Source: an optimization exercise on an open RTL-to-GDS flow (aim: small area and a short achievable clock period). Production flows keep margins and buffers that such runs may drop.
The RTL was checked by simulation tests, not by an equivalence proof against the original design.
Power figures rest on the tool's default switching activity, not on a simulated workload.

## flow/design.v (module list and top-level ports; edited modules follow where they fit)
// module pp_init_stage: 41 lines
// module am_fa: 11 lines
// module csa_row_stage: 1482 lines
// module cpa_stage: 670 lines
// module am_mult_top: 49 lines
module am_mult_top
(
  input  logic                      clk,
  input  logic                      arst_n,
  input  logic [am_pkg::OP_W-1:0]   a,
  input  logic [am_pkg::OP_W-1:0]   b,
  output logic [am_pkg::PROD_W-1:0] product
);
  // ...
==> flow/flow/run.sh <==
#!/bin/bash
# The standard layout, with two changes to how ORFS builds it:
#  - ports are buffered with buf_2 (buffer_ports otherwise picks a slow
#    delay cell, which sits on every output path);
#  - repair_timing aims for 6.3 ns of setup slack at the design's period,
#    so that it sizes the critical paths (the SDC is not changed).
set -euo pipefail
echo 'export BUFFER_PORTS_ARGS = -buffer_cell sky130_fd_sc_hd__buf_2' >> config.mk
echo 'export SETUP_SLACK_MARGIN = 6.3' >> config.mk
bash standard.sh > standard.log 2>&1
==> flow/standard.sh <==
#!/bin/bash
# synth_recipe.tcl (not shown) runs the flow's synth.tcl, then flattens the netlist and writes it again
# the make line also repeats each setting of config.mk as NAME=value (left out here)
make -C /OpenROAD-flow-scripts/flow DESIGN_CONFIG=/design/flow/config.mk WORK_HOME=/design/flow/orfs CLKGATE_MAP_FILE= SYNTH_SCRIPT=/design/flow/synth_recipe.tcl "${@:-finish}"
==> flow/config.mk <==
export PLATFORM = sky130hd
export DESIGN_NAME = am_mult_top
export DESIGN_NICKNAME = am_mult_top
export VERILOG_FILES = /design/flow/design.v
export SDC_FILE = /design/flow/constraint.sdc
export NUM_CORES = 4
export LEC_CHECK = 0
export CAP_MARGIN = 20
export CORE_MARGIN = 2
export CORE_UTILIZATION = 65
export CTS_CLUSTER_DIAMETER = 120
export CTS_CLUSTER_SIZE = 22
export SLEW_MARGIN = 20
export SYNTH_HIERARCHICAL = 1
export SYNTH_MINIMUM_KEEP_SIZE = 0
export BUFFER_PORTS_ARGS = -buffer_cell sky130_fd_sc_hd__buf_2
export SETUP_SLACK_MARGIN = 6.3
==> flow/constraint.sdc <==
create_clock -name core_clock -period 9.5 [get_ports {clk}]
set_input_delay 1.9000 -clock core_clock [delete_from_list [all_inputs] [get_ports {clk}]]
set_output_delay 1.9000 -clock core_clock [all_outputs]
set_load 0.01 [all_outputs]
==> key figures, run 1 <==
Setup path
  • CP top delay family: adder cells
  • Worst R2R Path Depth: 7
  • Data required, critical path: 9.92 ns

Yosys
  • Yosys Warn Count: 10
  • Syn Area/Cell: around 12 um^2

Final layout
  • Most frequent cells in the layout: 339 x dfxtp_1, 318 x xnor2_1, 267 x fa_1, 249 x a22oi_1, 96 x buf_2
  • Max FFs per register: about 140
  • Fill cells: roughly 2.6k
  • Number of sequential cells: between 300 and 400
  • Non-clock buffering overhead: 0.0543
  • Top cell category: multi-input combinational cells
  • Multi-input gate area: roughly 0.013 mm^2
  • Inverters: between 40 and 50
  • Non-clock buffers: 158

Outcome
  • Status: timing/DRC/antenna clean

Timing
  • Clock Skews: around 0.024 ns
  • Part of the cycle the worst path needs: 0.333
  • Final slew viol count: 0
  • Fmax: around 320 MHz
  • Final WS setup: between 6 and 7 ns
  • Max-slew headroom: 0.443

GRT
  • M2 GR Usage: 0.453

Min path
  • Worst hold path endpoint: ops_i.a_q[22]$_DFF_P_

Power and ir drop
  • Leakage power: ~0.0095 uW
  • Overall Power: approximately 8400 uW

Clocking
  • CTS H-tree lvls: 1

Die
  • Die height: roughly 190 um
  • IO Pins: 98

Placed design
  • Post-DP HPWL: 34900 um
==> inputs of run 2 (changes only) <==
--- a/flow/config.mk
+++ b/flow/config.mk
@@ -6,10 +6,10 @@
 export NUM_CORES = 4
 export LEC_CHECK = 0
-export CAP_MARGIN = 20
+export CAP_MARGIN = 50
 export CORE_MARGIN = 2
 export CORE_UTILIZATION = 65
 export CTS_CLUSTER_DIAMETER = 120
 export CTS_CLUSTER_SIZE = 22
-export SLEW_MARGIN = 20
+export SLEW_MARGIN = 70
 export SYNTH_HIERARCHICAL = 1
 export SYNTH_MINIMUM_KEEP_SIZE = 0
==> run 2 against run 1 <==
  * Wire length is 0.19% lower
  * Worst setup slack better by 0.024 ns
  * Highest routed layer unchanged
  * Sequential power is essentially flat
  * Still clean on timing, DRC and antenna
  * Final area is 0.27% lower
  * Critical path depth unchanged
  * Critical endpoint is now tree_i.cs_q[78]$_DFF_P_
  * Cell count increased by 0.13%
  * First-iteration DRC count fell by 2.8%
  * Clock-buffer cell count up 1
==> key figures, run 2 <==
Setup path
  • Number of buffers and inverters on the critical path: 1 (unchanged)
  • Crit end category: register (unchanged)
  • CP Cell Sequence: buf_6 > a22oi_1 > xnor2_1 > fa_1 > fa_1 > fa_1 > fa_1 (was buf_8 > a22oi_1 > xnor2_1 > fa_1 > fa_1 > fa_1 > fa_1)
  • Slowest stage cell, crit path: fa_1 (unchanged)
  • Startpoint types: register (unchanged)
  • Crit path depth: 7 (unchanged)
  • CP top delay family: adder cells (unchanged)
  • Arr. time, crit path: 3.56 ns (was 3.59 ns)
  • Critical path peak fanout: 24 (was 25)
  • Slowest stage delay, CP: 0.50 ns (was 0.54 ns)
  • Data required, critical path: 9.92 ns (about the same)
  • Setup CP Type: reg2reg (unchanged)
  • Cell mode on critical path: fa_1 (unchanged)
  • Worst R2R Path Depth: 7 (unchanged)

Final layout
  • Biggest regs: tree_i.cs_q: 137 flops, ops_i.a_r: 72 flops, ops_i.b_r: 72 flops (unchanged)
  • Max FFs per register: 137 (unchanged)
  • Largest Register: tree_i.cs_q (unchanged)
  • Commonest non-fill, non-tap cell in the layout: dfxtp_1 (unchanged)
  • Nets: 2249 (was 2247)
  • N_diodes: 0 (unchanged)
  • Most frequent cells in the layout: 339 x dfxtp_1, 318 x xnor2_1, 269 x fa_1, 249 x a22oi_1, 96 x buf_2 (was 339 x dfxtp_1, 318 x xnor2_1, 267 x fa_1, 249 x a22oi_1, 96 x buf_2)
  • Share of cells above drive strength 1: 0.129 (was 0.127)
  • Synth-to-layout area growth: 4.18% (was 4.46%)

Run
  • Maximum Capacitance Violations: 0 (unchanged)

Clocking
  • Worst-path clk slew: 0.09 ns (about the same)
  • Num CTS Buffers: 21 (unchanged)
  • CTS tree: done (unchanged)
  • CTS H-tree lvls: 1 (unchanged)
  • Clk Latency, worst-skew pair: 0.55 ns (was 0.56 ns)
  • Root buffer cell: clkbuf_16 (unchanged)
  • CTS sink cnt: 394 (unchanged)
  • # hold bufs at CTS: 0 (unchanged)
  • Maximum clock path buffer count: 3 (unchanged)

Routing
  • Routed Antenna Nets: 0 (unchanged)
  • Vias: 14.4k (was 14.2k)
  • DRC errors left: 0 (unchanged)
  • Top routing layer used: met4 (unchanged)
  • Wirelength per Cell: 23.6 um (about the same)
  • Final WL: 54700 um (was 54800 um)
  • DR pass1 iterations: 7 (was 6)
  • Metal3 WL: 6480 um (was 6930 um)
  • Met1 Wirelength: 23600 um (was 23500 um)
  • Vias per cell: 6.20 (was 6.14)
  • Met2 Wirelength: 23000 um (was 22900 um)
  • 1st-iter DRT viols: 1367 (was 1406)

Die
  • Initial Util: 0.660 (unchanged)
  • Die height: 192 um (unchanged)
  • Die W: 192 um (unchanged)
  • Rows: 68 (unchanged)
  • Core area: 0.0346 mm^2 (unchanged)
  • IO Pins: 98 (unchanged)
  • Die ar.: 0.0367 mm^2 (unchanged)

Timing
  • Final setup TNS: 0 ns (unchanged)
  • Tmin final: 3.14 ns (was 3.17 ns)
  • Part of the cycle the worst path needs: 0.331 (was 0.333)
  • Final slew viol count: 0 (unchanged)
  • Fmax: 318 MHz (was 316 MHz)
  • Clock Skews: 0.0298 ns (was 0.0236 ns)
  • Final hold vios: 0 (unchanged)
  • Setup Viol. Count Final: 0 (unchanged)
  • Unrepaired setup endpoints after global routing: no (unchanged)

GRT
  • Initial antenna violation count: 0 (unchanged)
  • Vias in the first global route: 14.8k (about the same)
  • First-pass GRT wire length: 84200 um (was 84500 um)
  • Overflow after GRT: 0 (unchanged)
  • Largest net degree at the start of global routing: 54 (unchanged)
  • Tot GR Track Use: 0.304 (was 0.306)

Placed design
  • Post-DP HPWL: 34800 um (was 34900 um)
  • PortBufs: 97 (unchanged)
  • GPL Wtd Cong: 0.900 (unchanged)

Power and ir drop
  • Overall Power: 8360 uW (was 8400 uW)
  • VDD IR max: 0.000262 V (was 0.000264 V)
  • Leakage power: 0.00943 uW (was 0.00946 uW)
  • Power Density: 351 mW/mm^2 (was 352 mW/mm^2)

Min path
  • Hold WC Path Type: reg2reg (unchanged)
  • Min-Delay Path Depth: 0 (unchanged)

Yosys
  • Yosys Warn Count: 10 (unchanged)
  • Cells after Synth: 1844 (unchanged)
  • Cell with the most instances after synthesis: dfxtp_1 (unchanged)
  • Most common library cells after synthesis: 341 x dfxtp_1, 318 x xnor2_1, 269 x fa_1 (unchanged)
  • Synth top area cells: dfxtp_1 30%, fa_1 24%, xnor2_1 12% (unchanged)
  • Syn nets: 2231 (unchanged)
  • Post-synth top flop: dfxtp_1 (unchanged)
  • Synth top area share: 0.299 (unchanged)
  • Syn Std Cell Area: 0.0229 mm^2 (unchanged)
  • Yosys cell types: 61 (unchanged)
  • Biggest area consumer among synthesized cells: dfxtp_1 (unchanged)
  • Yosys reg bits: 394 (unchanged)
  • Seq/Total Area, Yosys: 0.357 (unchanged)
  • Post-synth ARST share: 0.135 (unchanged)
  • Number of synthesized flops with an enable pin: 0 (unchanged)
  • Syn Area/Cell: 12.4 um^2 (unchanged)

Outcome
  • Status: timing/DRC/antenna clean (unchanged)
-- run 2: cell counts after synthesis --
Identical to the previous run, type by type.
-- run 2: power by group --
group | switching [uW] | leakage (uW) | total, uW | internal, uW
Combinational | 2880 | 0.00561 | 5140 | 2260
Sequential | 193 | 0.00355 | 2310 | 2120
Clock | 507 | 0.000270 | 913 | 406
Total | 3580 | 0.00943 | 8360 | 4780
-- run 2: layout make-up --
class | count | area (um^2)
Timing Repair Buffer | 160 | 1230
Fill cell | 2577 | 10800
Inverter | 45 | 171
Tap cell | 455 | 569
Clock buffer | 27 | 548
Clock inverter | 1 | 8.76
Sequential cell | 394 | 8160
Multi-Input combinational cell | 1240 | 13100
-- run 2: final timing paths --
check | from | end | slack (ns)
worst max register to register | ops_i.one_q[4]$_DFF_P_ | tree_i.cs_q[78]$_DFF_P_ | 6.36
min in group asynchronous | arst_n | cpa_i.product[9]$_DFF_PN0_ | 1.14
worst min-delay path | ops_i.a_r[10]$_DFF_P_ | ops_i.a_r[34]$_DFF_P_ | 0.32
max in group asynchronous | arst_n | cpa_i.product[38]$_DFF_PN0_ | 7.94
worst max-delay path | ops_i.one_q[4]$_DFF_P_ | tree_i.cs_q[78]$_DFF_P_ | 6.36
worst min register to register | ops_i.a_r[10]$_DFF_P_ | ops_i.a_r[34]$_DFF_P_ | 0.32
-- run 2: repair_timing --
action / in CTS / in global routing
setup endpoints to repair: 2 / 38
setup buffers: 0 / 1
gates resized for setup: 2 / 60
pin swaps: 0 / 7
-- run 2: stage by stage --
stage	instances	utilization	setup slack, ns	hold slack (ns)	cell area [um^2]
floorplan	1844	-	6.48	0.310	22900
global placement	2291	0.662	6.30	0.310	22900
detailed placement	2292	0.664	6.28	0.312	23000
CTS	2320	0.681	6.30	0.320	23600
global route	2322	0.688	6.28	0.326	23800
finish	2322	0.688	6.36	0.319	23800
-- run 2: metal layers --
| layer | track usage | up-vias |
|---|---|---|
| met4 | 0.0902 | 0 |
| li1 | - | 6218 |
| met3 | 0.0848 | 139 |
| met2 | 0.448 | 917 |
| met5 | 0 | - |
| met1 | 0.440 | 7116 |
-- run 2: Yosys stat by module, one instance, submodules excluded --
module	cells	copies in the design
pp_init_stage	250	1
cpa_stage	362	1
am_fa	1	265
csa_row_stage	961	1
am_mult_top	6	1
-- run 2: logic make-up (layout without fill, tap and decap cells) --
family / count (synthesis) / after routing / synth area share
xor gates and xnor gates: 333 / 333 / 0.128
AOI/OAI and AO/OA: 372 / 372 / 0.127
muxes: 5 / 5 / 0.00219
buffers and inverters: 210 / 233 / 0.0707
adders and majority gates: 337 / 337 / 0.273
and+or+nand+nor: 192 / 192 / 0.0428
other: 1 / 1 / 0.000164
DFF: 394 / 394 / 0.357
-- run 2: worst register-to-register path: stages (launching register included) --
cell     delay (ns)
dfxtp_1        0.34
buf_6          0.26
a22oi_1        0.17
xnor2_1        0.29
fa_1           0.50
fa_1           0.48
fa_1           0.50
fa_1           0.49
==> inputs of run 3 (changes only) <==
--- a/flow/config.mk
+++ b/flow/config.mk
@@ -8,5 +8,5 @@
 export CAP_MARGIN = 50
 export CORE_MARGIN = 2
-export CORE_UTILIZATION = 65
+export CORE_UTILIZATION = 70
 export CTS_CLUSTER_DIAMETER = 120
 export CTS_CLUSTER_SIZE = 22
==> run 3 against run 2 <==
  * Worst setup slack worse by 0.0035 ns
  * Clock-buffer cell count is 3 higher
  * Worst hold slack worse by 0.0032 ns
  * Critical path depth stayed put
  * Die area is 7.0% lower
  * Global-route usage is 2.9 points higher
==> key figures, run 3 <==
Final layout
  • Biggest regs: tree_i.cs_q: 137 flops, ops_i.a_r: 72 flops, ops_i.b_r: 72 flops (unchanged)
  • Synth-to-layout area growth: 3.90% (was 4.18%)
  • Nets: 2247 (was 2249)
  • Largest Register: tree_i.cs_q (unchanged)
  • Most frequent cells in the layout: 337 x dfxtp_1, 318 x xnor2_1, 269 x fa_1, 249 x a22oi_1, 97 x buf_2 (was 339 x dfxtp_1, 318 x xnor2_1, 269 x fa_1, 249 x a22oi_1, 96 x buf_2)
  • Non-Filler Instances: 2310 (was 2322)
  • Share of cells above drive strength 1: 0.129 (about the same)
  • N_diodes: 0 (unchanged)
  • Max FFs per register: 137 (unchanged)
  • Final Util: 0.734 (was 0.688)
  • Commonest non-fill, non-tap cell in the layout: dfxtp_1 (unchanged)

Routing
  • 1st-iter DRT viols: 1441 (was 1367)
  • Vias per cell: 6.33 (was 6.20)
  • DRC errors left: 0 (unchanged)
  • Routed Antenna Nets: 0 (unchanged)
  • Wirelength per Cell: 23.9 um (was 23.6 um)
  • DR pass1 iterations: 7 (unchanged)
  • Vias: 14.6k (was 14.4k)
  • Final WL: 55300 um (was 54700 um)

Power and ir drop
  • Power Density: 352 mW/mm^2 (was 351 mW/mm^2)
  • Leakage power: 0.00941 uW (was 0.00943 uW)
  • VDD IR max: 0.000210 V (was 0.000262 V)

Setup path
  • Startpoint types: register (unchanged)
  • Crit end category: register (unchanged)
  • Arr. time, crit path: 3.58 ns (was 3.56 ns)
  • Data required, critical path: 9.93 ns (was 9.92 ns)
  • Critical path peak fanout: 25 (was 24)
  • Setup CP Type: reg2reg (unchanged)

Timing
  • Setup Viol. Count Final: 0 (unchanged)
  • Final slew viol count: 0 (unchanged)
  • Tmin final: 3.15 ns (was 3.14 ns)
  • Fmax: 318 MHz (about the same)
  • Final hold vios: 0 (unchanged)
  • Part of the cycle the worst path needs: 0.331 (about the same)
  • Final setup TNS: 0 ns (unchanged)
  • Unrepaired setup endpoints after global routing: no (unchanged)
  • Clock Skews: 0.0156 ns (was 0.0298 ns)
  • WHS: 0.316 ns (was 0.319 ns)

Die
  • Die height: 185 um (was 192 um)
  • Rows: 66 (was 68)
  • Die ar.: 0.0341 mm^2 (was 0.0367 mm^2)
  • IO Pins: 98 (unchanged)
  • Core area: 0.0324 mm^2 (was 0.0346 mm^2)
  • Die W: 185 um (was 192 um)
  • Initial Util: 0.706 (was 0.660)

Yosys
  • Yosys reg bits: 394 (unchanged)
  • Seq/Total Area, Yosys: 0.357 (unchanged)
  • Yosys Warn Count: 10 (unchanged)
  • Biggest area consumer among synthesized cells: dfxtp_1 (unchanged)
  • Synth top area share: 0.299 (unchanged)
  • Cell with the most instances after synthesis: dfxtp_1 (unchanged)
  • Syn Area/Cell: 12.4 um^2 (unchanged)
  • Synth top area cells: dfxtp_1 30%, fa_1 24%, xnor2_1 12% (unchanged)
  • Post-synth ARST share: 0.135 (unchanged)
  • Yosys cell types: 61 (unchanged)
  • Number of synthesized flops with an enable pin: 0 (unchanged)
  • Syn Std Cell Area: 0.0229 mm^2 (unchanged)
  • Post-synth top flop: dfxtp_1 (unchanged)
  • Most common library cells after synthesis: 341 x dfxtp_1, 318 x xnor2_1, 269 x fa_1 (unchanged)
  • Syn nets: 2231 (unchanged)
  • Cells after Synth: 1844 (unchanged)

Placed design
  • GPL Wtd Cong: 0.968 (was 0.900)
  • Post-DP HPWL: 34900 um (was 34800 um)
  • PortBufs: 97 (unchanged)
  • Placed cells: 2277 (was 2292)

GRT
  • GR Util met1: 0.447 (was 0.440)
  • Overflow after GRT: 0 (unchanged)
  • Grt met3 use: 0.122 (was 0.0848)
  • Tot GR Track Use: 0.334 (was 0.304)
  • First-pass GRT wire length: 86200 um (was 84200 um)
  • Initial antenna violation count: 0 (unchanged)
  • Vias in the first global route: 15.5k (was 14.8k)
  • M2 GR Usage: 0.500 (was 0.448)
  • Largest net degree at the start of global routing: 54 (unchanged)
  • Most used routing layer: met2 (unchanged)

Clocking
  • CTS sink cnt: 394 (unchanged)
  • Num CTS Buffers: 21 (unchanged)
  • Maximum clock path buffer count: 3 (unchanged)
  • Root buffer cell: clkbuf_16 (unchanged)
  • CTS H-tree lvls: 1 (unchanged)
  • Clk Latency, worst-skew pair: 0.55 ns (about the same)
  • Worst-path clk slew: 0.09 ns (about the same)
  • CTS tree: done (unchanged)

Min path
  • Hold WC Path Type: reg2reg (unchanged)

Outcome
  • Status: timing/DRC/antenna clean (unchanged)

Run
  • Maximum Capacitance Violations: 0 (unchanged)
## run 3: cell type report
class                      instances  area (um^2)
clock inverter                     1         8.76
sequential                       394         8170
clock buffer                      30          569
tap                              442          553
fill                            2288         8610
multi-input combinational       1240        13100
timing repair buffer             158         1160
inverter                          45          171
## run 3: final timing paths
path                       cells past startpoint                  start  slack, ns                         end
min in group asynchronous                      2                 arst_n       1.24  cpa_i.product[9]$_DFF_PN0_
max in group asynchronous                      3                 arst_n       7.85          valid[4]$_DFF_PN0_
setup reg to reg                               7   ops_i.a_q[5]$_DFF_P_       6.35     tree_i.cs_q[81]$_DFF_P_
hold reg to reg                                0  ops_i.a_r[38]$_DFF_P_       0.32       ops_i.a_r[62]$_DFF_P_
setup / recovery                               7   ops_i.a_q[5]$_DFF_P_       6.35     tree_i.cs_q[81]$_DFF_P_
hold / removal                                 0  ops_i.a_r[38]$_DFF_P_       0.32       ops_i.a_r[62]$_DFF_P_
## run 3: worst max-delay path, stage by stage, from the launching register on
cell     delay, ns
dfxtp_1       0.32
buf_4         0.35
a22oi_1       0.17
xnor2_1       0.18
fa_1          0.56
fa_1          0.50
fa_1          0.45
fa_1          0.48
## run 3: cells by family after synthesis
family / after synthesis / share of synthesized area
adder cells (fa/ha/maj): 337 / 0.273
XOR/XNOR: 333 / 0.128
buffers and inverters: 210 / 0.0707
AND/OR/NAND/NOR: 192 / 0.0428
other: 1 / 0.000164
AO/OA/AOI/OAI: 372 / 0.127
multiplexers: 5 / 0.00219
flip-flops: 394 / 0.357
## run 3: stage by stage
| step | instance area [um^2] | setup WS [ns] | power, uW |
|---|---|---|---|
| 4_1_cts | 23600 | 6.31 | 8290 |
| 3_5_place_dp | 23000 | 6.29 | 7350 |
| 3_3_place_gp | 22900 | 5.98 | 7100 |
| 6_report | 23800 | 6.35 | 8360 |
| 2_1_floorplan | 22900 | 6.48 | 5960 |
| 5_1_grt | 23800 | 6.28 | 9080 |
## run 3: power breakdown
part | leakage (uW) | switching (uW) | internal [uW]
Combinational | 0.00558 | 2850 | 2250
Sequential | 0.00355 | 208 | 2120
Clock | 0.000280 | 516 | 418
## run 3: layer usage
layer | share of wire | routed length (um) | vias to the layer above
met5 | 0 | 0 | -
met4 | 0.039 | 2160 | 0
met3 | 0.14 | 7940 | 197
met2 | 0.43 | 24000 | 1133
met1 | 0.38 | 21100 | 7081
li1 | - | - | 6220
## run 3: repair_timing
action | CTS | global route
hold buffers | 0 | 0
resized for setup | 1 | 38
pin swaps | 0 | 8
setup buffers | 0 | 0
endpoints found under the setup margin | 1 | 26
## run 3: modules after synthesis, one instance, submodules excluded
module | cells | area [um^2]
pp_init_stage | 250 | 4400
am_mult_top | 6 | 129
csa_row_stage | 961 | 9540
cpa_stage | 362 | 3490
am_fa | 1 | 20.0
==> inputs of run 4 (changes only) <==
==> flow/flow/run.sh (replaced) <==
#!/bin/bash
# The standard layout, with two changes to how ORFS builds it:
#  - ports are buffered with buf_2 (buffer_ports otherwise picks a slow
#    delay cell, which sits on every output path);
#  - repair_timing aims for 6.5 ns of setup slack at the design's period,
#    so that it sizes the critical paths (the SDC is not changed).
set -euo pipefail
echo 'export BUFFER_PORTS_ARGS = -buffer_cell sky130_fd_sc_hd__buf_2' >> config.mk
echo 'export SETUP_SLACK_MARGIN = 6.5' >> config.mk
bash standard.sh > standard.log 2>&1
==> flow/config.mk (replaced) <==
export PLATFORM = sky130hd
export DESIGN_NAME = am_mult_top
export DESIGN_NICKNAME = am_mult_top
export VERILOG_FILES = /design/flow/design.v
export SDC_FILE = /design/flow/constraint.sdc
export NUM_CORES = 4
export LEC_CHECK = 0
export CAP_MARGIN = 20
export CORE_MARGIN = 2
export CORE_UTILIZATION = 65
export SLEW_MARGIN = 20
export SYNTH_HIERARCHICAL = 1
export SYNTH_MINIMUM_KEEP_SIZE = 0
export BUFFER_PORTS_ARGS = -buffer_cell sky130_fd_sc_hd__buf_2
export SETUP_SLACK_MARGIN = 6.5
==> run 4 against run 3 <==
  * Sequential power about the same
  * Highest routed layer unchanged
  * Worst setup slack improved by 0.092 ns
  * Sequential share of layout area decreased by 3.3 points
  * Sequential cell count unchanged
  * Non-clock buffer count increased by 39
  * Clock-buffer cell count increased by 27
  * Register-to-register slack improved by 0.09 ns
  * Worst hold slack got worse by 0.0014 ns
  * Global-route usage decreased by 0.78 points
  * Clock skew increased by 0.0078 ns
==> key figures, run 4 <==
Outcome
  • Status: timing/DRC/antenna clean (unchanged)

Die
  • Initial Util: 0.660 (was 0.706)
  • Core area: 0.0346 mm^2 (was 0.0324 mm^2)
  • Die W: 192 um (was 185 um)
  • IO Pins: 98 (unchanged)
  • Rows: 68 (was 66)
  • Die height: 192 um (was 185 um)
  • Die ar.: 0.0367 mm^2 (was 0.0341 mm^2)

Clocking
  • CTS sink cnt: 394 (unchanged)
  • Maximum clock path buffer count: 3 (unchanged)
  • Root buffer cell: clkbuf_16 (unchanged)
  • Worst-path clk slew: 0.06 ns (was 0.09 ns)
  • CTS tree: done (unchanged)
  • Clk Latency, worst-skew pair: 0.57 ns (was 0.55 ns)
  • CTS H-tree lvls: 2 (was 1)
  • Num CTS Buffers: 40 (was 21)

Yosys
  • Syn Area/Cell: 12.4 um^2 (unchanged)
  • Synth Area in Simple Gates: 0.0428 (unchanged)
  • Cells after Synth: 1844 (unchanged)
  • Number of synthesized flops with an enable pin: 0 (unchanged)
  • Post-synth top flop: dfxtp_1 (unchanged)
  • Syn Std Cell Area: 0.0229 mm^2 (unchanged)
  • Syn nets: 2231 (unchanged)
  • Post-synthesis mux area share: 0.00219 (unchanged)
  • Largest family of logic cells by synthesized area: adder cells (unchanged)
  • Yosys Warn Count: 10 (unchanged)
  • Biggest area consumer among synthesized cells: dfxtp_1 (unchanged)
  • Compound-Gate Fraction of Synth Area: 0.127 (unchanged)
  • Post-synth ARST share: 0.135 (unchanged)
  • Post-Synth XOR/XNOR Area: 0.128 (unchanged)
  • Synth top area cells: dfxtp_1 30%, fa_1 24%, xnor2_1 12% (unchanged)
  • Yosys cell types: 61 (unchanged)
  • Cell with the most instances after synthesis: dfxtp_1 (unchanged)
  • Seq/Total Area, Yosys: 0.357 (unchanged)
  • Yosys reg bits: 394 (unchanged)
  • Synth top area share: 0.299 (unchanged)
  • Most common library cells after synthesis: 341 x dfxtp_1, 318 x xnor2_1, 269 x fa_1 (unchanged)
  • Adder-Cell Fraction of Synth Area: 0.273 (unchanged)

Setup path
  • Worst Setup SP: ops_i.a_q[16]$_DFF_P_ (was ops_i.a_q[5]$_DFF_P_)
  • Data required, critical path: 9.93 ns (about the same)
  • Arr. time, crit path: 3.48 ns (was 3.58 ns)
  • Reg-to-Reg Start: ops_i.a_q[16]$_DFF_P_ (was ops_i.a_q[5]$_DFF_P_)
  • Setup CP Type: reg2reg (unchanged)
  • Crit end category: register (unchanged)
  • Critical path peak fanout: 7 (was 25)
  • Startpoint types: register (unchanged)

Routing
  • Vias per cell: 6.44 (was 6.33)
  • Wirelength per Cell: 26.3 um (was 23.9 um)
  • 1st-iter DRT viols: 2170 (was 1441)
  • Routed Antenna Nets: 0 (unchanged)
  • Final WL: 63400 um (was 55300 um)
  • DRC errors left: 0 (unchanged)
  • Vias: 15.5k (was 14.6k)
  • DR pass1 iterations: 7 (unchanged)

GRT
  • Vias in the first global route: 15.8k (was 15.5k)
  • Tot GR Track Use: 0.326 (was 0.334)
  • Largest net degree at the start of global routing: 54 (unchanged)
  • First-pass GRT wire length: 89200 um (was 86200 um)
  • Initial antenna violation count: 1 (was 0)
  • Overflow after GRT: 0 (unchanged)

Timing
  • Final hold vios: 0 (unchanged)
  • Tmin final: 3.06 ns (was 3.15 ns)
  • Fmax: 327 MHz (was 318 MHz)
  • Setup Viol. Count Final: 0 (unchanged)
  • Actual slew at the worst max-slew pin: between 0.6 and 0.7 ns
  • Unrepaired setup endpoints after global routing: yes (was no)
  • Clock Skews: 0.0233 ns (was 0.0156 ns)
  • Part of the cycle the worst path needs: 0.322 (was 0.331)
  • Final slew viol count: 0 (unchanged)
  • Final setup TNS: 0 ns (unchanged)
  • Max-slew headroom: 0.567

Run
  • Maximum Capacitance Violations: 0 (unchanged)

Power and ir drop
  • Combinational power share: 0.597 (was 0.610)
  • Switching share of power: 0.411 (was 0.427)
  • Clk network pwr share: 0.166 (was 0.112)
  • Net Switching: 4050 uW (was 3570 uW)
  • Int Pwr: 5810 uW (was 4790 uW)
  • Power Density: 372 mW/mm^2 (was 352 mW/mm^2)
  • Leakage power: 0.0105 uW (was 0.00941 uW)
  • VDD IR max: 0.000357 V (was 0.000210 V)
  • Sequential share of power: 0.237 (was 0.278)

Placed design
  • PortBufs: 97 (unchanged)
  • Post-DP HPWL: 35500 um (was 34900 um)
  • Post-DP Area: 0.0229 mm^2 (was 0.0230 mm^2)
  • GPL Wtd Cong: 0.886 (was 0.968)
  • Placed cells: 2293 (was 2277)

Final layout
  • Nets: 2305 (was 2247)
  • N_diodes: 0 (unchanged)
  • Share of cells above drive strength 1: 0.221 (was 0.129)
  • Design area: 0.0265 mm^2 (was 0.0238 mm^2)
  • Commonest non-fill, non-tap cell in the layout: dfxtp_1 (unchanged)
  • Synth-to-layout area growth: 15.8% (was 3.90%)
  • Max FFs per register: 137 (unchanged)
  • Biggest regs: tree_i.cs_q: 137 flops, ops_i.a_r: 72 flops, ops_i.b_r: 72 flops (unchanged)
  • Most frequent cells in the layout: 309 x dfxtp_1, 308 x xnor2_1, 246 x fa_1, 228 x a22oi_1, 97 x buf_2 (was 337 x dfxtp_1, 318 x xnor2_1, 269 x fa_1, 249 x a22oi_1, 97 x buf_2)
  • Largest Register: tree_i.cs_q (unchanged)
  • Non-Filler Instances: 2405 (was 2310)

Min path
  • Hold WC Path Type: reg2reg (unchanged)
  • Hold Startpoint: ops_i.a_r[60]$_DFF_P_ (was ops_i.a_r[38]$_DFF_P_)
[run 4: cell types whose count changed in the layout (fill, tap and decap cells not counted), moves of 16 or more]
cell,change
fa_1,-23
buf_6,-38
a22oi_1,-21
a22oi_2,+21
clkbuf_16,+45
dfxtp_1,-28
dfxtp_2,+17
ha_1,-16
buf_12,+46
fa_2,+23
[run 4: path summary, 6_finish.rpt]
path	endpoint	cells past startpoint	slack [ns]
setup / recovery	tree_i.cs_q[78]$_DFF_P_	7	6.44
hold / removal	ops_i.a_q[12]$_DFF_P_	0	0.31
setup reg to reg	tree_i.cs_q[78]$_DFF_P_	7	6.44
hold reg to reg	ops_i.a_q[12]$_DFF_P_	0	0.31
max in group asynchronous	cpa_i.product[47]$_DFF_PN0_	2	7.60
min in group asynchronous	cpa_i.product[9]$_DFF_PN0_	2	1.44
[run 4: what timing repair did]
item,CTS,global route
setup buffers,1,7
resized for setup,135,170
hold buffers,0,0
gates cloned,6,24
endpoints found under the setup margin,48,61
pin swaps,7,75
[run 4: final cells by class]
type                            instances  area, um^2
Timing Repair Buffer                  197        2460
Tap cell                              455         569
Fill cell                            2236        8160
Multi-Input combinational cell       1240       13700
Clock inverter                         17         210
Clock buffer                           57        1180
Inverter                               45         169
Sequential cell                       394        8230
[run 4: stage by stage]
step	power (uW)	hold WS (ns)	utilization	setup WS, ns
after floorplan	5960	0.310	-	6.51
after global placement	7160	0.310	0.663	6.32
after detailed placement	7370	0.312	0.663	6.24
after CTS	9160	0.324	0.724	6.50
after global routing	10500	0.325	0.764	6.33
final	9860	0.315	0.764	6.44
[run 4: logic make-up after synthesis]
family,after synthesis
buf+inv,210
mux,5
xor+xnor,333
flops,394
compound gates,372
other cells,1
simple gates,192
fa+ha+maj,337
[run 4: power by group through the flow]
stage	logic [uW]	registers (uW)	clock network, uW
final	5880	2340	1640
after global routing	6420	2380	1730
after CTS	5170	2320	1670
after detailed placement	5020	2350	0
after global placement	4830	2340	0
after floorplan	3610	2350	0
[run 4: critical path, cell delays in order (launching register included)]
cell,delay (ns)
dfxtp_4,0.41
buf_12,0.16
a22oi_2,0.09
xnor2_1,0.30
fa_2,0.53
fa_2,0.42
fa_1,0.51
fa_1,0.49
[run 4: routing by layer]
layer | up-vias | wire, um | part of all wire | track usage
met4 | 0 | 2800 | 0.044 | 0.125
met5 | - | 0 | 0 | 0
met2 | 1262 | 26900 | 0.42 | 0.490
met3 | 273 | 8930 | 0.14 | 0.0953
met1 | 7581 | 24700 | 0.39 | 0.447
li1 | 6384 | - | - | -
[run 4: per-module statistics from Yosys (local to each module, per instance)]
module,times used,cells
am_fa,265,1
am_mult_top,1,6
cpa_stage,1,362
csa_row_stage,1,961
pp_init_stage,1,250
==> inputs of run 5 (changes only) <==
==> flow/flow/run.sh (replaced) <==
#!/bin/bash
set -euo pipefail
echo 'export BUFFER_PORTS_ARGS = -buffer_cell sky130_fd_sc_hd__buf_2' >> config.mk
bash standard.sh > standard.log 2>&1
--- a/flow/config.mk
+++ b/flow/config.mk
@@ -9,7 +9,8 @@
 export CORE_MARGIN = 2
 export CORE_UTILIZATION = 65
+export CTS_CLUSTER_DIAMETER = 120
+export CTS_CLUSTER_SIZE = 22
 export SLEW_MARGIN = 20
 export SYNTH_HIERARCHICAL = 1
 export SYNTH_MINIMUM_KEEP_SIZE = 0
 export BUFFER_PORTS_ARGS = -buffer_cell sky130_fd_sc_hd__buf_2
-export SETUP_SLACK_MARGIN = 6.5
==> run 5 against run 4 <==
  * Total power shrank 16%
  * Clock skew decreased by 0.0027 ns
  * Clock-buffer cell count fell by 31
  * Worst setup slack lost 0.21 ns
  * Die area stayed put
  * Core utilization shrank 8.6 points
  * Combinational power down 14%
  * Final area shrank 11%
  * Wire length shrank 13%
  * Sequential power is essentially flat
  * Clock power down 44%
==> key figures, run 5 <==
Routing
  • DRC errors left: 0 (unchanged)
  • Vias per cell: 6.17 (was 6.44)
  • Final WL: 54800 um (was 63400 um)
  • Vias: 14.3k (was 15.5k)
  • Routed Antenna Nets: 0 (unchanged)
  • Wirelength per Cell: 23.6 um (was 26.3 um)
  • 1st-iter DRT viols: 1469 (was 2170)
  • DR pass1 iterations: 8 (was 7)

Setup path
  • CP Cell Sequence: buf_4 > a22oi_1 > xnor2_1 > fa_1 > fa_1 > fa_1 > fa_1 (was buf_12 > a22oi_2 > xnor2_1 > fa_2 > fa_2 > fa_1 > fa_1)
  • RR Endpoint: tree_i.cs_q[66]$_DFF_P_ (was tree_i.cs_q[78]$_DFF_P_)
  • Worst Setup SP: ops_i.a_q[1]$_DFF_P_ (was ops_i.a_q[16]$_DFF_P_)
  • R2r setup slk: 6.23 ns (was 6.44 ns)
  • Worst R2R Path Depth: 7 (unchanged)
  • Setup CP Type: reg2reg (unchanged)
  • Slowest stage cell, crit path: fa_1 (was fa_2)
  • Crit end category: register (unchanged)
  • Data required, critical path: 9.92 ns (was 9.93 ns)
  • Arr. time, crit path: 3.69 ns (was 3.48 ns)
  • Cell mode on critical path: fa_1
  • Startpoint types: register (unchanged)
  • Critical path peak fanout: 25 (was 7)
  • CP top delay family: adder cells (unchanged)
  • Number of buffers and inverters on the critical path: 1 (unchanged)
  • Reg-to-Reg Start: ops_i.a_q[1]$_DFF_P_ (was ops_i.a_q[16]$_DFF_P_)
  • Slowest stage delay, CP: 0.56 ns (was 0.53 ns)

Yosys
  • Yosys Warn Count: 10 (unchanged)
  • Syn Std Cell Area: 0.0229 mm^2 (unchanged)
  • Syn nets: 2231 (unchanged)
  • Yosys cell types: 61 (unchanged)
  • Cell with the most instances after synthesis: dfxtp_1 (unchanged)
  • Biggest area consumer among synthesized cells: dfxtp_1 (unchanged)
  • Cells after Synth: 1844 (unchanged)
  • Synth top area share: 0.299 (unchanged)
  • Syn Area/Cell: 12.4 um^2 (unchanged)
  • Synth top area cells: dfxtp_1 30%, fa_1 24%, xnor2_1 12% (unchanged)
  • Number of synthesized flops with an enable pin: 0 (unchanged)
  • Yosys reg bits: 394 (unchanged)
  • Most common library cells after synthesis: 341 x dfxtp_1, 318 x xnor2_1, 269 x fa_1 (unchanged)
  • Post-synth ARST share: 0.135 (unchanged)
  • Post-synth top flop: dfxtp_1 (unchanged)
  • Seq/Total Area, Yosys: 0.357 (unchanged)

Min path
  • Hold WC Path Type: reg2reg (unchanged)
  • Hold Startpoint: ops_i.a_r[70]$_DFF_P_ (was ops_i.a_r[60]$_DFF_P_)
  • Min-Delay Path Depth: 0 (unchanged)
  • Worst hold path endpoint: ops_i.a_q[22]$_DFF_P_ (was ops_i.a_q[12]$_DFF_P_)

Die
  • Die ar.: 0.0367 mm^2 (unchanged)
  • Initial Util: 0.660 (unchanged)
  • Die W: 192 um (unchanged)
  • Core area: 0.0346 mm^2 (unchanged)
  • Die height: 192 um (unchanged)
  • IO Pins: 98 (unchanged)
  • Rows: 68 (unchanged)

Power and ir drop
  • Overall Power: 8300 uW (was 9860 uW)
  • Leakage power: 0.00933 uW (was 0.0105 uW)
  • VDD IR max: 0.000263 V (was 0.000357 V)
  • Power Density: 353 mW/mm^2 (was 372 mW/mm^2)

Final layout
  • Most frequent cells in the layout: 340 x dfxtp_1, 318 x xnor2_1, 269 x fa_1, 249 x a22oi_1, 96 x buf_2 (was 309 x dfxtp_1, 308 x xnor2_1, 246 x fa_1, 228 x a22oi_1, 97 x buf_2)
  • Biggest regs: tree_i.cs_q: 137 flops, ops_i.a_r: 72 flops, ops_i.b_r: 72 flops (unchanged)
  • Nets: 2246 (was 2305)
  • Share of cells above drive strength 1: 0.123 (was 0.221)
  • Design area: 0.0235 mm^2 (was 0.0265 mm^2)
  • N_diodes: 0 (unchanged)
  • Largest Register: tree_i.cs_q (unchanged)
  • Synth-to-layout area growth: 2.72% (was 15.8%)
  • Max FFs per register: 137 (unchanged)
  • Commonest non-fill, non-tap cell in the layout: dfxtp_1 (unchanged)
  • Fill cells: 2610 (was 2236)

Clocking
  • Root buffer cell: clkbuf_16 (unchanged)
  • CTS tree: done (unchanged)
  • Number of post-CTS setup repair buffers: 0 (was 1)
  • CTS H-tree lvls: 1 (was 2)
  • Maximum clock path buffer count: 3 (unchanged)
  • Worst-path clk slew: 0.09 ns (was 0.06 ns)
  • Clk Latency, worst-skew pair: 0.56 ns (was 0.57 ns)
  • # hold bufs at CTS: 0 (unchanged)
  • Num CTS Buffers: 21 (was 40)
  • Post-cts sizing count: 0 (was 135)
  • CTS sink cnt: 394 (unchanged)

GRT
  • Vias in the first global route: 14.8k (was 15.8k)
  • Overflow after GRT: 0 (unchanged)
  • First-pass GRT wire length: 84600 um (was 89200 um)
  • Largest net degree at the start of global routing: 54 (unchanged)
  • Tot GR Track Use: 0.307 (was 0.326)
  • Initial antenna violation count: 0 (was 1)

Placed design
  • GPL Wtd Cong: 0.900 (was 0.886)
  • PortBufs: 97 (unchanged)
  • Post-DP HPWL: 34900 um (was 35500 um)
  • Post-DP Area: 0.0229 mm^2 (about the same)

Timing
  • Clock Skews: 0.0207 ns (was 0.0233 ns)
  • Final setup TNS: 0 ns (unchanged)
  • Max-slew headroom: 0.446 (was 0.567)
  • Tmin final: 3.27 ns (was 3.06 ns)
  • Final hold vios: 0 (unchanged)
  • Final slew viol count: 0 (unchanged)
  • Setup Viol. Count Final: 0 (unchanged)
  • Actual slew at the worst max-slew pin: 0.831 ns (was 0.650 ns)
  • Unrepaired setup endpoints after global routing: no (was yes)
  • Fmax: 306 MHz (was 327 MHz)
  • Part of the cycle the worst path needs: 0.344 (was 0.322)

Outcome
  • Status: timing/DRC/antenna clean (unchanged)

Run
  • Maximum Capacitance Violations: 0 (unchanged)
[run 5: cell counts after synthesis]
Identical to the previous run, type by type.
[run 5: area by class of cell]
type | count | area [um^2] | share of cell area
inverter | 45 | 169 | 0.00719
timing repair buffer | 157 | 938 | 0.0399
sequential | 394 | 8150 | 0.347
multi-input combinational | 1240 | 13100 | 0.558
clock buffer | 26 | 554 | 0.0236
tap | 455 | 569 | 0.0242
clock inverter | 1 | 8.76 | 0.000373
[run 5: layer usage]
metal,vias to the layer above,track usage,share of wire
met5,-,0,0
met4,0,0.0962,0.027
met3,146,0.0955,0.12
met2,871,0.451,0.42
met1,7069,0.435,0.43
li1,6207,-,-
[run 5: cells by family (layout without fill, tap and decap cells)]
group,after synthesis,in the layout,share of synthesized area
adder cells (fa/ha/maj),337,337,0.273
AO/OA/AOI/OAI,372,372,0.127
multiplexers,5,5,0.00219
AND/OR/NAND/NOR,192,192,0.0428
XOR/XNOR,333,333,0.128
other,1,1,0.000164
flip-flops,394,394,0.357
buffers and inverters,210,229,0.0707
[run 5: worst max-delay path by stage]
stage | end | slack [ns] | cells past startpoint
3_3_place_gp | tree_i.cs_q[96]$_DFF_P_ | 6.30 | 7
6_report | tree_i.cs_q[66]$_DFF_P_ | 6.23 | 7
2_1_floorplan | tree_i.cs_q[96]$_DFF_P_ | 6.48 | 8
5_1_grt | tree_i.cs_q[96]$_DFF_P_ | 6.14 | 7
4_1_cts | tree_i.cs_q[66]$_DFF_P_ | 6.27 | 7
3_5_place_dp | tree_i.cs_q[66]$_DFF_P_ | 6.27 | 7
[run 5: report_power, final]
part           internal (uW)  switching, uW  leakage, uW
registers               2120            191      0.00355
logic                   2220           2850      0.00550
clock network            412            514     0.000275
total                   4750           3550      0.00933
[run 5: stage by stage]
step	worst slack [ns]	hold WS [ns]	util	instances
2_1_floorplan	6.48	0.310	-	1844
3_3_place_gp	6.30	0.310	0.662	2291
3_5_place_dp	6.27	0.312	0.662	2291
4_1_cts	6.27	0.322	0.678	2318
5_1_grt	6.14	0.328	0.678	2318
6_report	6.23	0.320	0.678	2318
[run 5: Yosys stat by module (local to each module, per instance)]
module         flops+latches  cell area (um^2)
csa_row_stage            137              9540
pp_init_stage            204              4400
cpa_stage                 48              3490
am_mult_top                5               129
am_fa                      0              20.0
==> inputs of run 6 (changes only) <==
==> flow/flow/run.sh (replaced) <==
#!/bin/bash
# The standard layout (standard.sh), with one change to how ORFS builds
# it: the ports are buffered with buf_2. buffer_ports otherwise picks a slow
# delay cell (clkdlybuf4s50), which then sits on every output path.
set -euo pipefail
echo 'export BUFFER_PORTS_ARGS = -buffer_cell sky130_fd_sc_hd__buf_2' >> config.mk
bash standard.sh > standard.log 2>&1
==> run 6 against run 5 <==
  * Critical path type unchanged
  * Final area unchanged
  * Non-clock buffer count did not move
  * Core utilization stayed put
  * Largest cell class unchanged
  * Synthesized cell count stayed put
  * Sequential share of layout area unchanged
  * Cell count unchanged
  * Still clean
  * Critical path depth unchanged
  * First-iteration DRC count unchanged
==> key figures, run 6 <==
Outcome
  • Status: timing/DRC/antenna clean (unchanged)

Power and ir drop
  • Power Density: 353 mW/mm^2 (unchanged)
  • Leakage power: 0.00933 uW (unchanged)
  • VDD IR max: 0.000263 V (unchanged)

Routing
  • DR pass1 iterations: 8 (unchanged)
  • Routed Antenna Nets: 0 (unchanged)
  • Vias per cell: 6.17 (unchanged)
  • Final WL: 54800 um (unchanged)
  • Vias: 14.3k (unchanged)
  • 1st-iter DRT viols: 1469 (unchanged)
  • DRC errors left: 0 (unchanged)
  • Wirelength per Cell: 23.6 um (unchanged)

GRT
  • Initial antenna violation count: 0 (unchanged)
  • Overflow after GRT: 0 (unchanged)
  • Vias in the first global route: 14.8k (unchanged)
  • First-pass GRT wire length: 84600 um (unchanged)
  • Largest net degree at the start of global routing: 54 (unchanged)
  • Tot GR Track Use: 0.307 (unchanged)

Placed design
  • Placed cells: 2291 (unchanged)
  • PortBufs: 97 (unchanged)
  • Post-DP HPWL: 34900 um (unchanged)
  • Post-DP Area: 0.0229 mm^2 (unchanged)
  • GPL Wtd Cong: 0.900 (unchanged)

Setup path
  • Number of buffers and inverters on the critical path: 1 (unchanged)
  • Data required, critical path: 9.92 ns (about the same)
  • Arr. time, crit path: 3.69 ns (about the same)
  • CP top delay family: adder cells (unchanged)
  • Slowest stage cell, crit path: fa_1 (unchanged)
  • Critical path peak fanout: 25 (unchanged)
  • Startpoint types: register (unchanged)
  • Setup CP Type: reg2reg (unchanged)
  • Cell mode on critical path: fa_1 (unchanged)
  • Slowest stage delay, CP: 0.56 ns (about the same)
  • CP Cell Sequence: buf_4 > a22oi_1 > xnor2_1 > fa_1 > fa_1 > fa_1 > fa_1 (unchanged)
  • Crit end category: register (unchanged)

Yosys
  • Number of synthesized flops with an enable pin: 0 (unchanged)
  • Post-synth ARST share: 0.135 (unchanged)
  • Cells after Synth: 1844 (unchanged)
  • Yosys cell types: 61 (unchanged)
  • Yosys reg bits: 394 (unchanged)
  • Synth top area share: 0.299 (unchanged)
  • Yosys Warn Count: 10 (unchanged)
  • Biggest area consumer among synthesized cells: dfxtp_1 (unchanged)
  • Post-synth top flop: dfxtp_1 (unchanged)
  • Syn nets: 2231 (unchanged)
  • Synth top area cells: dfxtp_1 30%, fa_1 24%, xnor2_1 12% (unchanged)
  • Most common library cells after synthesis: 341 x dfxtp_1, 318 x xnor2_1, 269 x fa_1 (unchanged)
  • Cell with the most instances after synthesis: dfxtp_1 (unchanged)
  • Syn Area/Cell: 12.4 um^2 (unchanged)
  • Syn Std Cell Area: 0.0229 mm^2 (unchanged)
  • Seq/Total Area, Yosys: 0.357 (unchanged)

Timing
  • Max-slew headroom: 0.446 (unchanged)
  • Tmin final: 3.27 ns (unchanged)
  • Clock Skews: 0.0207 ns (unchanged)
  • Final hold vios: 0 (unchanged)
  • Fmax: 306 MHz (unchanged)
  • Final setup TNS: 0 ns (unchanged)
  • Setup Viol. Count Final: 0 (unchanged)
  • WHS: 0.320 ns (unchanged)
  • Actual slew at the worst max-slew pin: 0.831 ns (unchanged)
  • Part of the cycle the worst path needs: 0.344 (unchanged)
  • Final slew viol count: 0 (unchanged)
  • Unrepaired setup endpoints after global routing: no (unchanged)

Die
  • Die ar.: 0.0367 mm^2 (unchanged)
  • IO Pins: 98 (unchanged)
  • Die height: 192 um (unchanged)
  • Initial Util: 0.660 (unchanged)
  • Die W: 192 um (unchanged)
  • Rows: 68 (unchanged)
  • Core area: 0.0346 mm^2 (unchanged)

Min path
  • Hold WC Path Type: reg2reg (unchanged)

Final layout
  • Biggest regs: tree_i.cs_q: 137 flops, ops_i.a_r: 72 flops, ops_i.b_r: 72 flops (unchanged)
  • Max FFs per register: 137 (unchanged)
  • Nets: 2246 (unchanged)
  • Most frequent cells in the layout: 340 x dfxtp_1, 318 x xnor2_1, 269 x fa_1, 249 x a22oi_1, 96 x buf_2 (unchanged)
  • Multi-input gate area: 0.0131 mm^2 (unchanged)
  • Commonest non-fill, non-tap cell in the layout: dfxtp_1 (unchanged)
  • Design area: 0.0235 mm^2 (unchanged)
  • Fill cells: 2610 (unchanged)
  • N_diodes: 0 (unchanged)
  • Share of cells above drive strength 1: 0.123 (unchanged)
  • Final Util: 0.678 (unchanged)
  • Largest Register: tree_i.cs_q (unchanged)
  • Non-Filler Instances: 2318 (unchanged)
  • Sequential cell area: 0.00815 mm^2 (unchanged)
  • Synth-to-layout area growth: 2.72% (unchanged)

Clocking
  • Clk Latency, worst-skew pair: 0.56 ns (about the same)
  • Maximum clock path buffer count: 3 (unchanged)
  • # hold bufs at CTS: 0 (unchanged)
  • Number of post-CTS setup repair buffers: 0 (unchanged)
  • CTS sink cnt: 394 (unchanged)
  • Worst-path clk slew: 0.09 ns (about the same)
  • CTS H-tree lvls: 1 (unchanged)
  • Post-cts sizing count: 0 (unchanged)
  • Root buffer cell: clkbuf_16 (unchanged)
  • Num CTS Buffers: 21 (unchanged)
  • CTS tree: done (unchanged)

Run
  • Maximum Capacitance Violations: 0 (unchanged)
[run 6: worst reg2reg max path: cells and delay by family (launching register included)]
kind            cells  cell delay [ns]
fa+ha+maj           4             2.05
buf+inv             1             0.40
flops               1             0.32
compound gates      1             0.19
xor+xnor            1             0.18
[run 6: cells by family (layout without fill, tap and decap cells)]
kind of cell | Yosys count | count (layout) | synth area share
XOR/XNOR | 333 | 333 | 0.128
AND/OR/NAND/NOR | 192 | 192 | 0.0428
adder cells (fa/ha/maj) | 337 | 337 | 0.273
AO/OA/AOI/OAI | 372 | 372 | 0.127
flip-flops | 394 | 394 | 0.357
other | 1 | 1 | 0.000164
multiplexers | 5 | 5 | 0.00219
buffers and inverters | 210 | 229 | 0.0707
[run 6: modules after synthesis, one instance, submodules excluded]
module,times used,flops+latches
csa_row_stage,1,137
pp_init_stage,1,204
cpa_stage,1,48
am_mult_top,1,5
am_fa,265,0
[run 6: cell type report]
class                   count  area share
inverters                  45     0.00719
well taps                 455      0.0242
clock buffers              26      0.0236
clock inverters             1    0.000373
flip-flops and latches    394       0.347
multi-input cells        1240       0.558
repair buffers            157      0.0399
[run 6: metal layers]
layer  up-vias  wire length (um)  global-route usage
met5         -                 0                   0
met4         0              1490              0.0962
met3       146              6800              0.0955
met2       871             23100               0.451
met1      7069             23500               0.435
li1       6207                 -                   -
[run 6: metrics by stage]
step / power [uW] / worst slack [ns]
2_1_floorplan: 5960 / 6.48
3_3_place_gp: 7180 / 6.30
3_5_place_dp: 7340 / 6.27
4_1_cts: 8280 / 6.27
5_1_grt: 9040 / 6.14
6_report: 8300 / 6.23
[run 6: path summary, 6_finish.rpt]
kind	from	to	slack [ns]	cells past startpoint
worst max-delay path	ops_i.a_q[1]$_DFF_P_	tree_i.cs_q[66]$_DFF_P_	6.23	7
min in group asynchronous	arst_n	cpa_i.product[9]$_DFF_PN0_	1.34	1
worst min register to register	ops_i.a_r[70]$_DFF_P_	ops_i.a_q[22]$_DFF_P_	0.32	0
worst min-delay path	ops_i.a_r[70]$_DFF_P_	ops_i.a_q[22]$_DFF_P_	0.32	0
max in group asynchronous	arst_n	cpa_i.product[45]$_DFF_PN0_	7.71	1
worst max register to register	ops_i.a_q[1]$_DFF_P_	tree_i.cs_q[66]$_DFF_P_	6.23	7
[run 6: where the power goes]
group          switching [uW]  internal, uW
clock network             514           412
registers                 191          2120
logic                    2850          2220
total                    3550          4750
==> inputs of run 7 (changes only) <==
--- a/flow/config.mk
+++ b/flow/config.mk
@@ -11,4 +11,5 @@
 export CTS_CLUSTER_DIAMETER = 120
 export CTS_CLUSTER_SIZE = 22
+export PLACE_DENSITY = 0.8
 export SLEW_MARGIN = 20
 export SYNTH_HIERARCHICAL = 1
==> run 7 against run 6 <==
  * Global-route usage fell by 0.20 points
  * Via count rose by 2.1%
  * Register-to-register slack got worse by 0.46 ns
  * Non-clock buffer count fell by 6
  * Largest cell class unchanged
==> key figures, run 7 <==
Outcome
  • Status: timing/DRC/antenna clean (unchanged)

Yosys
  • Cells after Synth: 1844 (unchanged)
  • Synth top area share: 0.299 (unchanged)
  • Number of synthesized flops with an enable pin: 0 (unchanged)
  • Yosys cell types: 61 (unchanged)
  • Seq/Total Area, Yosys: 0.357 (unchanged)
  • Post-synth ARST share: 0.135 (unchanged)
  • Yosys Warn Count: 10 (unchanged)
  • Biggest area consumer among synthesized cells: dfxtp_1 (unchanged)
  • Cell with the most instances after synthesis: dfxtp_1 (unchanged)
  • Syn Std Cell Area: 0.0229 mm^2 (unchanged)
  • Most common library cells after synthesis: 341 x dfxtp_1, 318 x xnor2_1, 269 x fa_1 (unchanged)
  • Yosys reg bits: 394 (unchanged)
  • Post-synth top flop: dfxtp_1 (unchanged)
  • Syn nets: 2231 (unchanged)
  • Syn Area/Cell: 12.4 um^2 (unchanged)
  • Synth top area cells: dfxtp_1 30%, fa_1 24%, xnor2_1 12% (unchanged)

Power and ir drop
  • Leakage power: 0.00930 uW (was 0.00933 uW)
  • VDD IR max: 0.000287 V (was 0.000263 V)
  • Power Density: 352 mW/mm^2 (was 353 mW/mm^2)

Setup path
  • Arr. time, crit path: 4.18 ns (was 3.69 ns)
  • Crit end category: register (unchanged)
  • Data required, critical path: 9.95 ns (was 9.92 ns)
  • Reg-to-Reg Start: ops_i.one_q[8]$_DFF_P_ (was ops_i.a_q[1]$_DFF_P_)
  • RR Endpoint: tree_i.cs_q[78]$_DFF_P_ (was tree_i.cs_q[66]$_DFF_P_)
  • R2r setup slk: 5.77 ns (was 6.23 ns)
  • Startpoint types: register (unchanged)
  • Worst R2R Path Depth: 6 (was 7)
  • Setup CP Type: reg2reg (unchanged)
  • Critical path peak fanout: 24 (was 25)
  • Worst Setup SP: ops_i.one_q[8]$_DFF_P_ (was ops_i.a_q[1]$_DFF_P_)

Final layout
  • Most frequent cells in the layout: 338 x dfxtp_1, 318 x xnor2_1, 269 x fa_1, 249 x a22oi_1, 97 x buf_2 (was 340 x dfxtp_1, 318 x xnor2_1, 269 x fa_1, 249 x a22oi_1, 96 x buf_2)
  • Commonest non-fill, non-tap cell in the layout: dfxtp_1 (unchanged)
  • Fill cells: 2538 (was 2610)
  • Synth-to-layout area growth: 2.56% (was 2.72%)
  • N_diodes: 0 (unchanged)
  • Share of cells above drive strength 1: 0.122 (was 0.123)
  • Multi-input gate area: 0.0131 mm^2 (unchanged)
  • Final Util: 0.677 (was 0.678)
  • Sequential cell area: 0.00816 mm^2 (was 0.00815 mm^2)
  • Max FFs per register: 137 (unchanged)
  • Non-Filler Instances: 2314 (was 2318)
  • Biggest regs: tree_i.cs_q: 137 flops, ops_i.a_r: 72 flops, ops_i.b_r: 72 flops (unchanged)
  • Nets: 2240 (was 2246)
  • Largest Register: tree_i.cs_q (unchanged)
  • Design area: 0.0235 mm^2 (about the same)

GRT
  • Overflow after GRT: 0 (unchanged)
  • Grt met3 use: 0.0977 (was 0.0955)
  • M2 GR Usage: 0.460 (was 0.451)
  • First-pass GRT wire length: 85400 um (was 84600 um)
  • Vias in the first global route: 15.6k (was 14.8k)
  • Initial antenna violation count: 0 (unchanged)
  • GR Util met1: 0.404 (was 0.435)
  • Tot GR Track Use: 0.305 (was 0.307)
  • Largest net degree at the start of global routing: 54 (unchanged)
  • Most used routing layer: met2 (unchanged)

Clocking
  • # hold bufs at CTS: 0 (unchanged)
  • Number of post-CTS setup repair buffers: 0 (unchanged)
  • CTS tree: done (unchanged)
  • Root buffer cell: clkbuf_16 (unchanged)
  • Post-cts sizing count: 0 (unchanged)
  • Worst-path clk slew: 0.10 ns (was 0.09 ns)
  • CTS sink cnt: 394 (unchanged)
  • Clk Latency, worst-skew pair: 0.56 ns (about the same)
  • Maximum clock path buffer count: 3 (unchanged)
  • CTS H-tree lvls: 1 (unchanged)
  • Num CTS Buffers: 21 (unchanged)

Routing
  • 1st-iter DRT viols: 1521 (was 1469)
  • Vias per cell: 6.31 (was 6.17)
  • Wirelength per Cell: 23.7 um (was 23.6 um)
  • DRC errors left: 0 (unchanged)
  • Final WL: 54700 um (was 54800 um)
  • Routed Antenna Nets: 0 (unchanged)
  • Vias: 14.6k (was 14.3k)
  • DR pass1 iterations: 8 (unchanged)

Timing
  • WHS: 0.309 ns (was 0.320 ns)
  • Fmax: 268 MHz (was 306 MHz)
  • Final slew viol count: 0 (unchanged)
  • Final setup TNS: 0 ns (unchanged)
  • Tmin final: 3.73 ns (was 3.27 ns)
  • Max-slew headroom: 0.205 (was 0.446)
  • Part of the cycle the worst path needs: 0.392 (was 0.344)
  • Setup Viol. Count Final: 0 (unchanged)
  • Clock Skews: 0.0205 ns (was 0.0207 ns)
  • Final hold vios: 0 (unchanged)
  • Unrepaired setup endpoints after global routing: no (unchanged)
  • Actual slew at the worst max-slew pin: 1.19 ns (was 0.831 ns)

Placed design
  • Placed cells: 2285 (was 2291)
  • GPL Wtd Cong: 0.932 (was 0.900)
  • Post-DP Area: 0.0229 mm^2 (about the same)
  • PortBufs: 97 (unchanged)
  • Post-DP HPWL: 34600 um (was 34900 um)

Die
  • Rows: 68 (unchanged)
  • Die ar.: 0.0367 mm^2 (unchanged)
  • Die W: 192 um (unchanged)
  • Die height: 192 um (unchanged)
  • Core area: 0.0346 mm^2 (unchanged)
  • IO Pins: 98 (unchanged)
  • Initial Util: 0.660 (unchanged)

Min path
  • Min-Delay Path Depth: 0 (unchanged)
  • Hold Startpoint: ops_i.a_r[56]$_DFF_P_ (was ops_i.a_r[70]$_DFF_P_)
  • Hold WC Path Type: reg2reg (unchanged)
  • Worst hold path endpoint: ops_i.a_q[8]$_DFF_P_ (was ops_i.a_q[22]$_DFF_P_)

Run
  • Maximum Capacitance Violations: 0 (unchanged)
## run 7: cell type report
type / instances / share of cell area
clock buffer: 28 / 0.0240
clock inverter: 1 / 0.000373
inverter: 45 / 0.00720
multi-input combinational: 1240 / 0.558
sequential: 394 / 0.348
tap: 455 / 0.0243
timing repair buffer: 151 / 0.0380
## run 7: critical path: stages, from the launching register on
cell and delay (ns):
dfxtp_1 1.13, a22oi_1 0.28, xnor2_1 0.31, fa_1 0.48
fa_1 0.51, fa_1 0.45, fa_1 0.46
## run 7: cells by family after synthesis
| kind of cell | count (synthesis) | synth area share |
|---|---|---|
| mux | 5 | 0.00219 |
| simple gates | 192 | 0.0428 |
| flops | 394 | 0.357 |
| other cells | 1 | 0.000164 |
| buf+inv | 210 | 0.0707 |
| compound gates | 372 | 0.127 |
| fa+ha+maj | 337 | 0.273 |
| xor+xnor | 333 | 0.128 |
## run 7: power breakdown
part / internal (uW) / total [uW] / switching (uW)
combinational: 2200 / 4980 / 2780
sequential: 2120 / 2340 / 221
clock: 415 / 932 / 517
total: 4740 / 8250 / 3520
## run 7: through the flow
step	power [uW]	setup slack, ns
4_1_cts	8220	5.84
2_1_floorplan	5960	6.48
3_3_place_gp	7000	5.84
6_report	8250	5.77
5_1_grt	8940	5.69
3_5_place_dp	7270	5.83
## run 7: per-module statistics from Yosys (local to each module, per instance)
module         cells  flops+latches  area (um^2)  copies in the design
csa_row_stage    961            137         9540                     1
cpa_stage        362             48         3490                     1
am_mult_top        6              5          129                     1
pp_init_stage    250            204         4400                     1
am_fa              1              0         20.0                   265
## run 7: routing by layer
metal	wire [um]	share of wire
met1	21000	0.38
met2	23800	0.44
met3	7680	0.14
met4	2240	0.041
met5	0	0
## run 7: worst max path at each step
stage,endpoint,cells past startpoint
floorplan,tree_i.cs_q[96]$_DFF_P_,8
global placement,tree_i.cs_q[54]$_DFF_P_,6
detailed placement,tree_i.cs_q[78]$_DFF_P_,6
CTS,tree_i.cs_q[72]$_DFF_P_,6
global route,tree_i.cs_q[75]$_DFF_P_,6
finish,tree_i.cs_q[78]$_DFF_P_,6
==> inputs of run 8 (changes only) <==
--- a/flow/config.mk
+++ b/flow/config.mk
@@ -11,5 +11,5 @@
 export CTS_CLUSTER_DIAMETER = 120
 export CTS_CLUSTER_SIZE = 22
-export PLACE_DENSITY = 0.8
+export PLACE_DENSITY = 0.9
 export SLEW_MARGIN = 20
 export SYNTH_HIERARCHICAL = 1
==> run 8 against run 7 <==
  * Sequential share of layout area shrank 0.081 points
  * Maximum frequency is 0.59% higher
  * Clock skew rose by 0.012 ns
  * Combinational power increased by 2%
  * Core utilization rose by 0.15 points
  * Critical endpoint unchanged
  * Largest cell class unchanged
  * Largest power group unchanged
  * Highest routed layer is now met5
==> key figures, run 8 <==
Outcome
  • Status: timing/DRC/antenna clean (unchanged)

Clocking
  • Worst-path clk slew: 0.10 ns (about the same)
  • CTS H-tree lvls: 1 (unchanged)
  • Root buffer cell: clkbuf_16 (unchanged)
  • CTS tree: done (unchanged)
  • Number of post-CTS setup repair buffers: 0 (unchanged)

Timing
  • Final setup TNS: 0 ns (unchanged)
  • Part of the cycle the worst path needs: 0.390 (was 0.392)
  • Clock Skews: 0.0322 ns (was 0.0205 ns)
  • Actual slew at the worst max-slew pin: 1.18 ns (was 1.19 ns)
  • Unrepaired setup endpoints after global routing: no (unchanged)
  • Setup Viol. Count Final: 0 (unchanged)
  • Final slew viol count: 0 (unchanged)
  • Fmax: 270 MHz (was 268 MHz)
  • Final hold vios: 0 (unchanged)
  • Max-slew headroom: 0.214 (was 0.205)

Placed design
  • PortBufs: 97 (unchanged)
  • GPL Wtd Cong: 0.950 (was 0.932)
  • Post-DP HPWL: 36000 um (was 34600 um)
  • Post-DP Area: 0.0229 mm^2 (about the same)

Final layout
  • Final Util: 0.679 (was 0.677)
  • Design area: 0.0235 mm^2 (about the same)
  • Max FFs per register: 137 (unchanged)
  • N_diodes: 0 (unchanged)
  • Synth-to-layout area growth: 2.79% (was 2.56%)
  • Largest Register: tree_i.cs_q (unchanged)
  • Commonest non-fill, non-tap cell in the layout: dfxtp_1 (unchanged)
  • Most frequent cells in the layout: 339 x dfxtp_1, 318 x xnor2_1, 269 x fa_1, 249 x a22oi_1, 97 x buf_2 (was 338 x dfxtp_1, 318 x xnor2_1, 269 x fa_1, 249 x a22oi_1, 97 x buf_2)

Setup path
  • Critical Path Sink: tree_i.cs_q[78]$_DFF_P_ (unchanged)
  • Setup CP Type: reg2reg (unchanged)
  • Data required, critical path: 9.94 ns (was 9.95 ns)
  • RR Endpoint: tree_i.cs_q[78]$_DFF_P_ (unchanged)
  • R2r setup slk: 5.79 ns (was 5.77 ns)
  • Crit end category: register (unchanged)
  • Arr. time, crit path: 4.14 ns (was 4.18 ns)
  • Critical path peak fanout: 25 (was 24)
  • Startpoint types: register (unchanged)
  • Reg-to-Reg Start: ops_i.a_q[21]$_DFF_P_ (was ops_i.one_q[8]$_DFF_P_)

Die
  • Die ar.: 0.0367 mm^2 (unchanged)
  • Die height: 192 um (unchanged)
  • IO Pins: 98 (unchanged)
  • Core area: 0.0346 mm^2 (unchanged)

Yosys
  • Syn Area/Cell: 12.4 um^2 (unchanged)
  • Compound-Gate Fraction of Synth Area: 0.127 (unchanged)
  • Yosys cell types: 61 (unchanged)
  • Adder-Cell Fraction of Synth Area: 0.273 (unchanged)
  • Seq/Total Area, Yosys: 0.357 (unchanged)
  • Synth top area cells: dfxtp_1 30%, fa_1 24%, xnor2_1 12% (unchanged)
  • Syn Std Cell Area: 0.0229 mm^2 (unchanged)
  • Yosys Warn Count: 10 (unchanged)
  • Synth top area share: 0.299 (unchanged)
  • Post-synthesis mux area share: 0.00219 (unchanged)
  • Cells after Synth: 1844 (unchanged)
  • Most common library cells after synthesis: 341 x dfxtp_1, 318 x xnor2_1, 269 x fa_1 (unchanged)
  • Biggest area consumer among synthesized cells: dfxtp_1 (unchanged)
  • Cell with the most instances after synthesis: dfxtp_1 (unchanged)
  • Largest family of logic cells by synthesized area: adder cells (unchanged)

Routing
  • Final WL: 57800 um (was 54700 um)
  • DR pass1 iterations: 7 (was 8)
  • Vias: 15.2k (was 14.6k)
  • DRC errors left: 0 (unchanged)
  • Routed Antenna Nets: 0 (unchanged)
  • 1st-iter DRT viols: 1893 (was 1521)

GRT
  • Initial antenna violation count: 1 (was 0)
  • Largest net degree at the start of global routing: 54 (unchanged)
  • Tot GR Track Use: 0.317 (was 0.305)
  • First-pass GRT wire length: 88500 um (was 85400 um)
  • Overflow after GRT: 0 (unchanged)

Power and ir drop
  • Power Density: 355 mW/mm^2 (was 352 mW/mm^2)
  • Leakage power: 0.00934 uW (was 0.00930 uW)
  • VDD IR max: 0.000252 V (was 0.000287 V)
-- run 8: cell counts after synthesis --
Identical to the previous run, type by type.
-- run 8: cell families after synthesis --
family / after synthesis
simple gates: 192
other cells: 1
fa+ha+maj: 337
flops: 394
buf+inv: 210
mux: 5
xor+xnor: 333
compound gates: 372
-- run 8: worst min-delay path by stage --
| stage | start | end | slack (ns) |
|---|---|---|---|
| 2_1_floorplan | ops_i.a_r[48]$_DFF_P_ | ops_i.a_q[0]$_DFF_P_ | 0.31 |
| 3_3_place_gp | ops_i.a_r[29]$_DFF_P_ | ops_i.a_r[53]$_DFF_P_ | 0.31 |
| 3_5_place_dp | ops_i.a_r[32]$_DFF_P_ | ops_i.a_r[56]$_DFF_P_ | 0.31 |
| 4_1_cts | ops_i.a_r[65]$_DFF_P_ | ops_i.a_q[17]$_DFF_P_ | 0.32 |
| 5_1_grt | ops_i.a_r[65]$_DFF_P_ | ops_i.a_q[17]$_DFF_P_ | 0.33 |
| 6_report | ops_i.a_r[65]$_DFF_P_ | ops_i.a_q[17]$_DFF_P_ | 0.32 |
-- run 8: worst max-delay path, stage by stage (launching register included) --
cell and delay [ns]:
dfxtp_1 1.11, a22oi_1 0.23, xnor2_1 0.32, fa_1 0.49
fa_1 0.42, fa_1 0.52, fa_1 0.50
-- run 8: modules after synthesis, one instance, submodules excluded --
module	copies in the design	cell area, um^2	flip-flops and latches
am_fa	265	20.0	0
am_mult_top	1	129	5
cpa_stage	1	3490	48
csa_row_stage	1	9540	137
pp_init_stage	1	4400	204
-- run 8: metal layers --
layer / vias to the layer above / track usage / share of wire
met3: 365 / 0.0973 / 0.14
met5: - / 0 / 0.00022
met4: 2 / 0.167 / 0.059
met2: 1345 / 0.498 / 0.45
li1: 6209 / - / -
met1: 7237 / 0.394 / 0.35
-- run 8: through the flow --
step                hold slack [ns]  setup slack, ns  std cells
CTS                           0.317             5.85       2321
detailed placement            0.312             5.86       2292
floorplan                     0.310             6.48       1844
global placement              0.310             5.95       2292
finish                        0.320             5.79       2321
global route                  0.327             5.73       2321
-- run 8: power by group --
group	switching [uW]	total (uW)	internal, uW
clock network	519	934	415
registers	209	2330	2120
logic	2880	5090	2200
-- run 8: layout make-up --
type                    instances  area (um^2)
fillers                      2470        11100
repair buffers                158          943
flip-flops and latches        394         8160
multi-input cells            1240        13100
clock buffers                  28          562
well taps                     455          569
clock inverters                 1         8.76
inverters                      45          169

Check on run 8: ideal ports give 5.793 ns setup slack; a clkbuf_16 on the clock port and buf_2 on the inputs give 5.793 ns; moving port delays by the midpoint clock arrival (0.597 ns) as well gives 5.793 ns.
